From an optimization exercise on the open Yosys and OpenROAD flow, aimed at a short achievable clock period and few clock cycles; shortcuts taken in it are not production practice. Function was checked by simulation only, so behaviour that the tests miss may differ from the original. Power is estimated from default activity; no workload was simulated.

==> flow/design.v (excerpt) <==
module lsu_top (
    input  logic                          clk,
    input  logic                          rstn,
    input  logic [lsu_pkg::PC_LEN-1:0]    pc_i,
    input  logic                          req_i,
    input  logic                          wr_i,
    input  logic                          sign_ext_i,
    input  lsu_pkg::strb_t                byte_i,
    input  lsu_pkg::addr_t                addr_i,
    input  lsu_pkg::word_t                wdata_i,
    output lsu_pkg::word_t                rdata_o,
    output logic                          hazard_o,
    output logic                          fault_o,
    output logic                          load_misaligned_o,
    output logic                          store_misaligned_o,
    output logic                          load_access_fault_o,
    output logic                          store_access_fault_o,
    output lsu_pkg::addr_t                bad_addr_o,
    output logic [lsu_pkg::PC_LEN-1:0]    fault_pc_o
);
Size: ~5,700 cells after synthesis, ~2,200 flip-flops, ~210 I/O pins, about 91,000 µm² of cells after synthesis.
clock: 5.0 ns
lec_check: 0
cap_margin: 40
core_margin: 2
core_utilization: 52
cts_cluster_diameter: 60
cts_cluster_size: 40
place_density: 0.65
setup_slack_margin: 2.5
slew_margin: 70
standard.sh (not shown) runs the stock make flow with config.mk's settings and CLKGATE_MAP_FILE= SYNTH_SCRIPT=/design/flow/synth_recipe.tcl, a recipe that flattens the netlist after the stock synthesis.
==> flow/flow/run.sh <==
#!/bin/bash
# The standard layout (standard.sh) with a few slow combinational cells added
# to the platform's don't-use list (flow/extra.mk). Everything else, including
# the synthesis script, is the standard flow's.
set -euo pipefail
HERE=$(pwd)
cat config.mk flow/extra.mk > own_config.mk
sed "s#DESIGN_CONFIG=[^ ]*#DESIGN_CONFIG=$HERE/own_config.mk#" standard.sh > own_standard.sh
grep -q "DESIGN_CONFIG=$HERE/own_config.mk" own_standard.sh
bash own_standard.sh > own_flow.log 2>&1 || { tail -n 50 own_flow.log; exit 1; }
tail -n 20 own_flow.log
test -f out/final.def
==> flow/flow/extra.mk <==
# Slow wide gates (three- and four-high transistor stacks) kept out of
# synthesis and repair, so the load path maps to faster cells.
export DONT_USE_CELLS = sky130_fd_sc_hd__a2111o_1 sky130_fd_sc_hd__a2111o_2 sky130_fd_sc_hd__a2111o_4 sky130_fd_sc_hd__a2111oi_0 sky130_fd_sc_hd__a2111oi_1 sky130_fd_sc_hd__a2111oi_2 sky130_fd_sc_hd__a2111oi_4 sky130_fd_sc_hd__mux4_1 sky130_fd_sc_hd__mux4_2 sky130_fd_sc_hd__mux4_4 sky130_fd_sc_hd__nor4_1 sky130_fd_sc_hd__nor4_2 sky130_fd_sc_hd__nor4_4 sky130_fd_sc_hd__nor4b_1 sky130_fd_sc_hd__nor4b_2 sky130_fd_sc_hd__nor4b_4 sky130_fd_sc_hd__nor4bb_1 sky130_fd_sc_hd__nor4bb_2 sky130_fd_sc_hd__nor4bb_4 sky130_fd_sc_hd__o2111a_1 sky130_fd_sc_hd__o2111a_2 sky130_fd_sc_hd__o2111a_4 sky130_fd_sc_hd__o2111ai_1 sky130_fd_sc_hd__o2111ai_2 sky130_fd_sc_hd__o2111ai_4 sky130_fd_sc_hd__o311a_1 sky130_fd_sc_hd__o311a_2 sky130_fd_sc_hd__o311a_4 sky130_fd_sc_hd__o311ai_0 sky130_fd_sc_hd__o311ai_1 sky130_fd_sc_hd__o311ai_2 sky130_fd_sc_hd__o311ai_4 sky130_fd_sc_hd__o41a_1 sky130_fd_sc_hd__o41a_2 sky130_fd_sc_hd__o41a_4 sky130_fd_sc_hd__o41ai_1 sky130_fd_sc_hd__o41ai_2 sky130_fd_sc_hd__o41ai_4 sky130_fd_sc_hd__or3_1 sky130_fd_sc_hd__or3_2 sky130_fd_sc_hd__or3_4 sky130_fd_sc_hd__or3b_1 sky130_fd_sc_hd__or3b_2 sky130_fd_sc_hd__or3b_4 sky130_fd_sc_hd__or4_1 sky130_fd_sc_hd__or4_2 sky130_fd_sc_hd__or4_4 sky130_fd_sc_hd__or4b_1 sky130_fd_sc_hd__or4b_2 sky130_fd_sc_hd__or4b_4 sky130_fd_sc_hd__or4bb_1 sky130_fd_sc_hd__or4bb_2 sky130_fd_sc_hd__or4bb_4 
The starting point completed without violations.
Testbench counts at the start, summed over its fixed seeds: cycles 4,808.
Next try:
- CAP_MARGIN: 40 -> 20
- CORE_UTILIZATION: 52 -> 62
- PLACE_DENSITY: 0.65 -> 0.72
- SLEW_MARGIN: 70 -> 20
Design area drops by about 3.5%.
Combinational power drops by 12%.
Worst setup slack improves by 0.056 ns.
Clock power drops by about 4%.
Area after synthesis is unchanged.

Setup of v6:
lsu_top, a different RTL version from the one above (not shown whole).
Size in the first run: about 5,500 cells after synthesis, about 2,100 flip-flops, about 210 I/O pins, roughly 90,000 µm² of cells after synthesis.
Settings: LEC_CHECK=0, CAP_MARGIN=40, CORE_MARGIN=2, CORE_UTILIZATION=50, CTS_CLUSTER_DIAMETER=60, CTS_CLUSTER_SIZE=40, PLACE_DENSITY=0.65, SETUP_SLACK_MARGIN=2.4, SLEW_MARGIN=70; clock period 5.0 ns.
Scripts as last shown in full above: flow/flow/run.sh, flow/flow/extra.mk
Testbench counts of v6, summed over its fixed seeds: cycles 4,808.
Edits applied to the flow inputs when going from v6 to v7:
# v6
export LEC_CHECK = 0
export CAP_MARGIN = 40
export CORE_MARGIN = 2
export CORE_UTILIZATION = 50
export CTS_CLUSTER_DIAMETER = 60
export CTS_CLUSTER_SIZE = 40
export PLACE_DENSITY = 0.65
export SETUP_SLACK_MARGIN = 2.4
export SLEW_MARGIN = 70
create_clock -name core_clock -period 5.0 [get_ports {clk}]
# v7
export LEC_CHECK = 0
export CAP_MARGIN = 20
export CORE_MARGIN = 2
export CORE_UTILIZATION = 62
export CTS_CLUSTER_DIAMETER = 60
export CTS_CLUSTER_SIZE = 40
export PLACE_DENSITY = 0.72
export SETUP_SLACK_MARGIN = 2.5
export SLEW_MARGIN = 20
create_clock -name core_clock -period 5.0 [get_ports {clk}]
[summary]
Comparing proportion of final cell area spent on non-clock buffers for v7 and v6, the smaller number came from v7. When v7 is set beside v6, its aggregate global-route resource usage turns out to be 8.2 points larger. A worst setup path startpoint of addr_i[2] is what v6 shows, while addr_i[4] belongs to v7. Cell area | v7 vs v6 | v7 smaller. Setup slack: v7 better than v6. v7 vs. v6: fraction of area in registers went up by 0.57 points. Summary of the comparison: detail-routed via count per cell is higher in v7, relative to v6.

-- re-timing with driven ports --
Ports are ideal in the flow. The routed layouts listed here were re-timed in OpenROAD. Step 1 (the two cells are an assumption about what drives the block):
set clk [get_ports {clk}]
set_driving_cell -lib_cell sky130_fd_sc_hd__clkbuf_16 $clk
set_driving_cell -lib_cell sky130_fd_sc_hd__buf_2 [delete_from_list [all_inputs] $clk]
Step 2, shift: input delay + t, output delay - t, t = (earliest + latest rising clock arrival at the registers) / 2. This alone moves slack from input paths to output paths. Three values: no drivers, after step 1, after step 2; two values: the first two.
| run | t, ns | setup slack, ns | slew at the worst register clock pin (ns) |
|---|---|---|---|
| the first run of note 1 | 0.900 | 1.817 / 1.821 / 0.921 | 0.10 / 0.10 |
| the second run of note 1 | 0.880 | 1.873 / 1.471 / 0.591 | 0.10 / 0.10 |
| v6 | 0.909 | 2.000 / 1.831 / 0.923 | 0.10 / 0.10 |
| v7 | 0.890 | 2.133 / 1.503 / 0.613 | 0.10 / 0.10 |
After both steps every run listed still meets setup and hold. For v7, which loses most, drivers alone change the setup slack by -0.630 ns; drivers and shift together by -1.520 ns.
